Context: an optimization exercise on an open-source flow, tuned for small area, a short achievable clock period and few clock cycles per item. The choices shown serve that exercise and are no tape-out recipe.
In this exercise RTL edits were held to simulation tests only and were not proved equivalent to the original.
Power and IR drop assume default switching activity.

==> flow/run.sh <==
#!/bin/bash
# synth_recipe.tcl (not shown) runs the flow's synth.tcl, then flattens the netlist and writes it again
# the make line also repeats each setting of config.mk as NAME=value (left out here)
make -C /OpenROAD-flow-scripts/flow DESIGN_CONFIG=/design/flow/config.mk WORK_HOME=/design/flow/orfs CLKGATE_MAP_FILE= SYNTH_SCRIPT=/design/flow/synth_recipe.tcl finish
==> flow/constraint.sdc <==
create_clock -name core_clock -period 5.0 [get_ports {clk}]
set_input_delay 1.0000 -clock core_clock [delete_from_list [all_inputs] [get_ports {clk}]]
set_output_delay 1.0000 -clock core_clock [all_outputs]
set_load 0.01 [all_outputs]
==> flow/config.mk <==
export PLATFORM = sky130hd
export DESIGN_NAME = sig_accumulator
export DESIGN_NICKNAME = sig_accumulator
export VERILOG_FILES = /design/flow/design.v
export SDC_FILE = /design/flow/constraint.sdc
export NUM_CORES = 4
export LEC_CHECK = 0
export CAP_MARGIN = 20
export CORE_AREA = 5 5 415 415
export DIE_AREA = 0 0 420 420
export SLEW_MARGIN = 20
==> flow/design.v <==
module sig_accumulator #(
   parameter int               DATA_W      = 1459,
   parameter int               SIG_W       = 32,
   parameter int               NUM_SAMPLES = 256,
   parameter logic [SIG_W-1:0] SEED        = '0,
   localparam int              CHUNKS      = (DATA_W + SIG_W - 1) / SIG_W,
   localparam int              CNT_W       = $clog2(NUM_SAMPLES + 1)
) (
   input  logic                 clk,
   input  logic                 rst_n,
   input  logic                 start,
   input  logic                 in_valid,
   input  logic [DATA_W-1:0]    in_data,
   output logic                 in_ready,
   output logic [SIG_W-1:0]     sig,
   output logic                 sig_valid,
   output logic                 busy,
   output logic [CNT_W-1:0]     sample_cnt
);
   localparam int HOLD_W = CHUNKS * SIG_W;
   localparam logic [CNT_W-1:0] CNT_LAST = CNT_W'(NUM_SAMPLES - 1);
   logic              busy_q, valid_q;
   logic [CNT_W-1:0]  cnt_q;
   logic [SIG_W-1:0]  sig_q;
   logic [HOLD_W-1:0] pad;
   logic [SIG_W-1:0]  base;
   logic [SIG_W-1:0]  folded;
   logic              xfer;
   assign pad = HOLD_W'(in_data);
   always_comb begin
      for (int j = 0; j < SIG_W; j++)
         base[j] = sig_q[(j - CHUNKS % SIG_W + SIG_W) % SIG_W];
   end
   always_comb begin
      for (int j = 0; j < SIG_W; j++) begin
         logic [CHUNKS:0] terms;
         for (int c = 0; c < CHUNKS; c++)
            terms[c] = pad[c*SIG_W + (j - (CHUNKS - 1 - c) % SIG_W + SIG_W) % SIG_W];
         terms[CHUNKS] = base[j];
         folded[j] = ^terms;
      end
   end
   assign xfer = busy_q && in_valid;
   always_ff @(posedge clk) begin
      if (!rst_n) begin
         busy_q  <= 1'b0;
         valid_q <= 1'b0;
         cnt_q   <= '0;
         sig_q   <= '0;
      end else if (!busy_q) begin
         if (start) begin
            busy_q  <= 1'b1;
            valid_q <= 1'b0;
            cnt_q   <= '0;
            sig_q   <= SEED;
         end
      end else if (in_valid) begin
         sig_q <= folded;
         cnt_q <= cnt_q + 1'b1;
         if (cnt_q == CNT_LAST) begin
            busy_q  <= 1'b0;
            valid_q <= 1'b1;
         end
      end
   end
   assign in_ready   = busy_q;
   assign busy       = busy_q;
   assign sig_valid  = valid_q;
   assign sig        = sig_q;
   assign sample_cnt = cnt_q;
endmodule
==> results.ini, run 1 <==
[yosys]
postSynth.topFlopCell=dfxtp_1
top_cell_type_s_share_of_synthesized_area=0.742
synth_largest_area_cell=xnor2_1
synthesis.area_mm2=0.0144
synthesis.instances=1588
synth_net_count=3053
synth_enable_flop_cells=0
synthDistinctLibCells=22
netlist_top_cells_count=1218 x xnor2_1, 181 x xor2_1, 43 x dfxtp_1
syn-mean-instance-area_um2=9.05
yosys.cell_count.top_type=xnor2_1
synth_seq_area_share=0.0599
synth.area.top_cells=xnor2_1 74%, xor2_1 11%, dfxtp_1 6.0%, xnor3_1 5.0%, o21ai_1 1.1%
ys_async_sr_fraction=0
synthesis.yosys.warnings=1
synth-seq-cells=43

[job]
max_cap_viol_count=0

[global_routing]
grt_start_max_net_pins=33
grt_remaining_overflow=0
grt_first_pass_wirelength_um=177000
globalRouteTotalUtil=0.156
grt_pass1_vias=17700
antenna_found_initial=133

[power_and_ir_drop]
power.net_switching_mw=3.24
power.switching_fraction=0.417
share_clk_of_total_power=0.063
design_power_total_mw=7.76
power.sequential.fraction=0.078
leakage_nw=10.3
internal-power_mw=4.53
pwr-share-comb=0.859
worst_ir_drop_vdd_mv=0.139
cellPowerDensity_mw_per_mm2=238

[placed_design]
dp_cells=5308
hpwlAfterDp_um=139000
postPlaceCellArea_mm2=0.0323
placement.io_buffers=1506
gp_routability_congestion=0.921

[cts]
clk_transition_reported_paths_ns=0.12
postCtsSetupBuffers=0
tritoncts.num_buffers=5
ctsHtreeMaxLevel=2
tritoncts_clock_tree=built
ctsLongestPathBuffers=2
hold_buffers=0
root_buffer=clkbuf_16
post_cts_resize_count=0
clock_latency_ns=0.37
clock_sink_count=43

[critical_path]
crit_path_end=sig_q[1]
crit_path_start_kind=primary input
worst_r2r_startpoint=sig_q[12]
timing.critical_path.from=in_data[648]
rr_worst_depth=6
crit_path_max_fanout=1
worst-setup-path-type=in -> reg
timing.reg2reg.setup_slack_ns=2.60
timing.critical_path.required_ns=5.30
worst_r2r_endpoint=sig_q[26]
crit_arrival_ns=3.53
worst_setup_path_end_kind=flop

[detailed_routing]
detail-route-antenna-nets=0
drc=0
wire_per_inst_um=27.4
dr.first_iter.drc_count=674
drt_pass1_iterations=5
finalWirelength_um=147000
dr_total_vias=16600
vias_per_cell=3.10

[cells_and_area]
final_cells=5348
nNetsFinal=4576
post_route_cells_drive_above_1_share=0.00900
final_cell_area_mm2=0.0326
flow.area_growth_from_synthesis_pct=127

[timing]
clock-skew-final_ns=0.0158
tns_ns=0
final_max_slew_viol_count=0
final-hold-violation-count=0
layout_worst_path_cycle_share=0.647
setup_viol=0
max_slew_margin=0.218
slew_at_the_pin_closest_to_its_max_slew_limit_ns=1.16
clock.fmax_mhz=309
fin_crit_ns=3.23
rsz0062_at_grt=no

[floorplan]
ioPinCount=1507
dieArea_mm2=0.176
die_w_um=420
core.rowCount=150
initial_standard_cell_utilization_of_the_core=0.0859
die_height_um=420
fp.coreArea_mm2=0.167

[status]
outcome=finished clean

[hold_path]
worst_hold_path_type=reg -> reg

[worst min-delay path by stage]
stage	start	end	slack [ns]	cells past startpoint
floorplan	sig_q[0]	sig_q[0]	0.49	2
global placement	sig_q[16]	sig_q[16]	0.47	2
detailed placement	sig_q[16]	sig_q[16]	0.47	2
CTS	sig_q[16]	sig_q[16]	0.49	2
global route	sig_q[2]	sig_q[2]	0.50	2
finish	sig_q[2]	sig_q[2]	0.49	2
[final cells by class]
class                      count  area (um2)
fill                       18600      135000
tap                         2204        2760
clock inverter                 3        23.8
inverter                       3        11.3
clock buffer                   5         125
antenna                       32        80.1
timing repair buffer        1523       15200
multi-input combinational   1535       13500
sequential                    43         861
[state kept, by name (all words and copies together) (netlist names)]
register	flops
busy_q	1
cnt_q	9
sig_q	32
valid_q	1
[critical path: stages]
cell and delay [ns]:
clkdlybuf4s50_1 0.47, xor2_1 0.75, xnor2_1 0.24, xnor2_1 0.33, xnor2_1 0.22, xnor3_1 0.38, o21ai_1 0.12
[per-stage QoR]
stage                util  worst slack (ns)  hold slack (ns)
floorplan               -              2.84            0.493
global placement    0.193              1.22            0.467
detailed placement  0.193              1.24            0.473
CTS                 0.194              1.67            0.490
global route        0.194              1.66            0.504
finish              0.195              1.77            0.487
[metal layers]
| layer | vias up | wire, um | global-route usage | part of all wire |
|---|---|---|---|---|
| met1 | 7431 | 57400 | 0.184 | 0.39 |
| li1 | 7943 | - | - | - |
| met4 | 98 | 3150 | 0.0332 | 0.021 |
| met3 | 224 | 16000 | 0.0650 | 0.11 |
| met5 | - | 625 | 0 | 0.0043 |
| met2 | 889 | 69600 | 0.263 | 0.47 |
[cell usage in the layout, fill, tap and decap left out, drive strengths merged]
| cell | synthesis | final |
|---|---|---|
| nor3 | 1 | 1 |
| xnor2 | 1218 | 1218 |
| or3 | 2 | 2 |
| a211oi | 1 | 1 |
| and2 | 1 | 1 |
| clkbuf | 6 | 5 |
| and3 | 1 | 1 |
| nor2 | 11 | 11 |
| dfxtp | 43 | 43 |
| a22oi | 2 | 2 |
| nand2b | 2 | 2 |
| xor2 | 181 | 181 |
| diode | 0 | 32 |
| clkinvlp | 0 | 2 |
| buf | 1 | 17 |
| ha | 2 | 2 |
| nand3 | 1 | 1 |
| inv | 3 | 4 |
| xnor3 | 32 | 32 |
| clkdlybuf4s50 | 0 | 1506 |
| nand2 | 37 | 37 |
| a21oi | 5 | 5 |
| nand4 | 3 | 3 |
| o21ai | 35 | 35 |
[cells by family (layout without fill, tap and decap cells)]
group                    count (synthesis)  after routing  synth area share
AO/OA/AOI/OAI                           43             43            0.0155
XOR/XNOR                              1431           1431             0.903
adder cells (fa/ha/maj)                  2              2           0.00174
buffers and inverters                   10           1534           0.00287
flip-flops                              43             43            0.0599
other                                    0             32                 0
AND/OR/NAND/NOR                         59             59            0.0172
[power groups by stage]
stage | clock [mW] | combinational [mW] | sequential, mW
after floorplan | 0 | 3.85 | 0.553
after global placement | 0 | 6.82 | 0.632
after detailed placement | 0 | 6.81 | 0.634
after CTS | 0.545 | 6.85 | 0.626
after global routing | 0.539 | 7.11 | 0.627
final | 0.490 | 6.67 | 0.605
Testbench counts, summed over its fixed seeds: cycles 6,176, items 6,144.
==> run 2, diff against run 1 <==
==> flow/flow/run.sh (new file) <==
#!/bin/bash
# The standard layout (standard.sh), with two placement settings:
#  - port buffers are sky130_fd_sc_hd__buf_1 (the default pick is a delay cell);
#  - the in_data pins that feed one signature bit, and that bit's sig pin, are placed as one
#    group on the die's edge, so each bit's XOR tree sits next to its pins.
# Every tool's output goes to the ORFS logs under orfs/logs and to run.log here.
set -euo pipefail
cd "$(dirname "$0")/.."

DW=1459; SW=32; CH=$(( (DW + SW - 1) / SW ))
groups=""
for ((j = 0; j < SW; j++)); do
  g=""
  for ((c = 0; c < CH; c++)); do
    k=$(( ((j - (CH - 1 - c)) % SW + SW) % SW ))
    b=$(( c * SW + k ))
    if (( b < DW )); then g+="in_data[$b] "; fi
  done
  g+="sig[$j]"
  groups+=" -group_pins {$g}"
done

export BUFFER_PORTS_ARGS="-buffer_cell sky130_fd_sc_hd__buf_1"
export PLACE_PINS_ARGS="${PIN_SPACING_ARGS:-}$groups"
if [[ -f flow/pins.env ]]; then source flow/pins.env; fi
export PLACE_PINS_ARGS="${PIN_SPACING_ARGS:-}$groups"

bash standard.sh > run.log 2>&1
==> flow/standard.sh (new file) <==
#!/bin/bash
# synth_recipe.tcl (not shown) runs the flow's synth.tcl, then flattens the netlist and writes it again
# the make line also repeats each setting of config.mk as NAME=value (left out here)
make -C /OpenROAD-flow-scripts/flow DESIGN_CONFIG=/design/flow/config.mk WORK_HOME=/design/flow/orfs CLKGATE_MAP_FILE= SYNTH_SCRIPT=/design/flow/synth_recipe.tcl "${@:-finish}"
removed: flow/run.sh
==> results.ini, run 2 <==
[yosys]
synthDistinctLibCells=22
synth_largest_area_cell=xnor2_1
synthesis.yosys.warnings=1
synth-seq-cells=43
synth_seq_area_share=0.0599
area_fraction_in_and_or_nand_and_nor_cells_after_synthesis=0.0172
synth_fa_ha_area_frac=0.00174
synthesis.area_mm2=0.0144
syn-mean-instance-area_um2=9.05
top_cell_type_s_share_of_synthesized_area=0.742
synth_top_family_by_area=XOR/XNOR gates
ys_async_sr_fraction=0
synthesis.instances=1588
yosys.cell_count.top_type=xnor2_1
synth_compound_gate_area_share=0.0155
yosys.area_share.xor_xnor=0.903
synth_net_count=3053
synth.area.top_cells=xnor2_1 74%, xor2_1 11%, dfxtp_1 6.0%, xnor3_1 5.0%, o21ai_1 1.1%
synth_mux_area_frac=0
synth_enable_flop_cells=0
postSynth.topFlopCell=dfxtp_1
netlist_top_cells_count=1218 x xnor2_1, 181 x xor2_1, 43 x dfxtp_1

[floorplan]
die_height_um=420
die_w_um=420
initial_standard_cell_utilization_of_the_core=0.0859
core.rowCount=150

[status]
last-stage-reached=3_2_place_iop
firstError=[ERROR PPL-0039] Assigned 1415 pins out of 1507 IO pins.
outcome=did not finish

==> run 2: cell counts after synthesis <==
Identical to the previous run, type by type.
==> run 2: logic make-up after synthesis <==
kind of cell | after synthesis
fa+ha+maj | 2
simple gates | 59
flops | 43
compound gates | 43
xor+xnor | 1431
buf+inv | 10

[re-timing with driven ports]
The flow's constraints put no driver on any port. The routed layout listed below was extracted and timed again, unchanged, in two steps. Step 1 assumes that a clkbuf_16 drives the clock port and a buf_2 every other input. Step 2 moves the port delays by t, midway between the first and last clock arrival at a register: inputs arrive t later, outputs are due t later. That takes back most of the time a late clock gives input paths. Three values: ideal ports, drivers, drivers and shift; two values: the first two.
run: run 1
t (ns): 0.431
slack for setup (ns): 1.766 / 1.804 / 1.373
worst hold slack (ns): 0.487 / 0.487 / 0.487
worst register clock-pin slew, ns: 0.12 / 0.12
After both steps run 1 still meets setup and hold. For run 1, drivers alone change the setup slack by +0.038 ns; drivers and shift together by -0.393 ns.
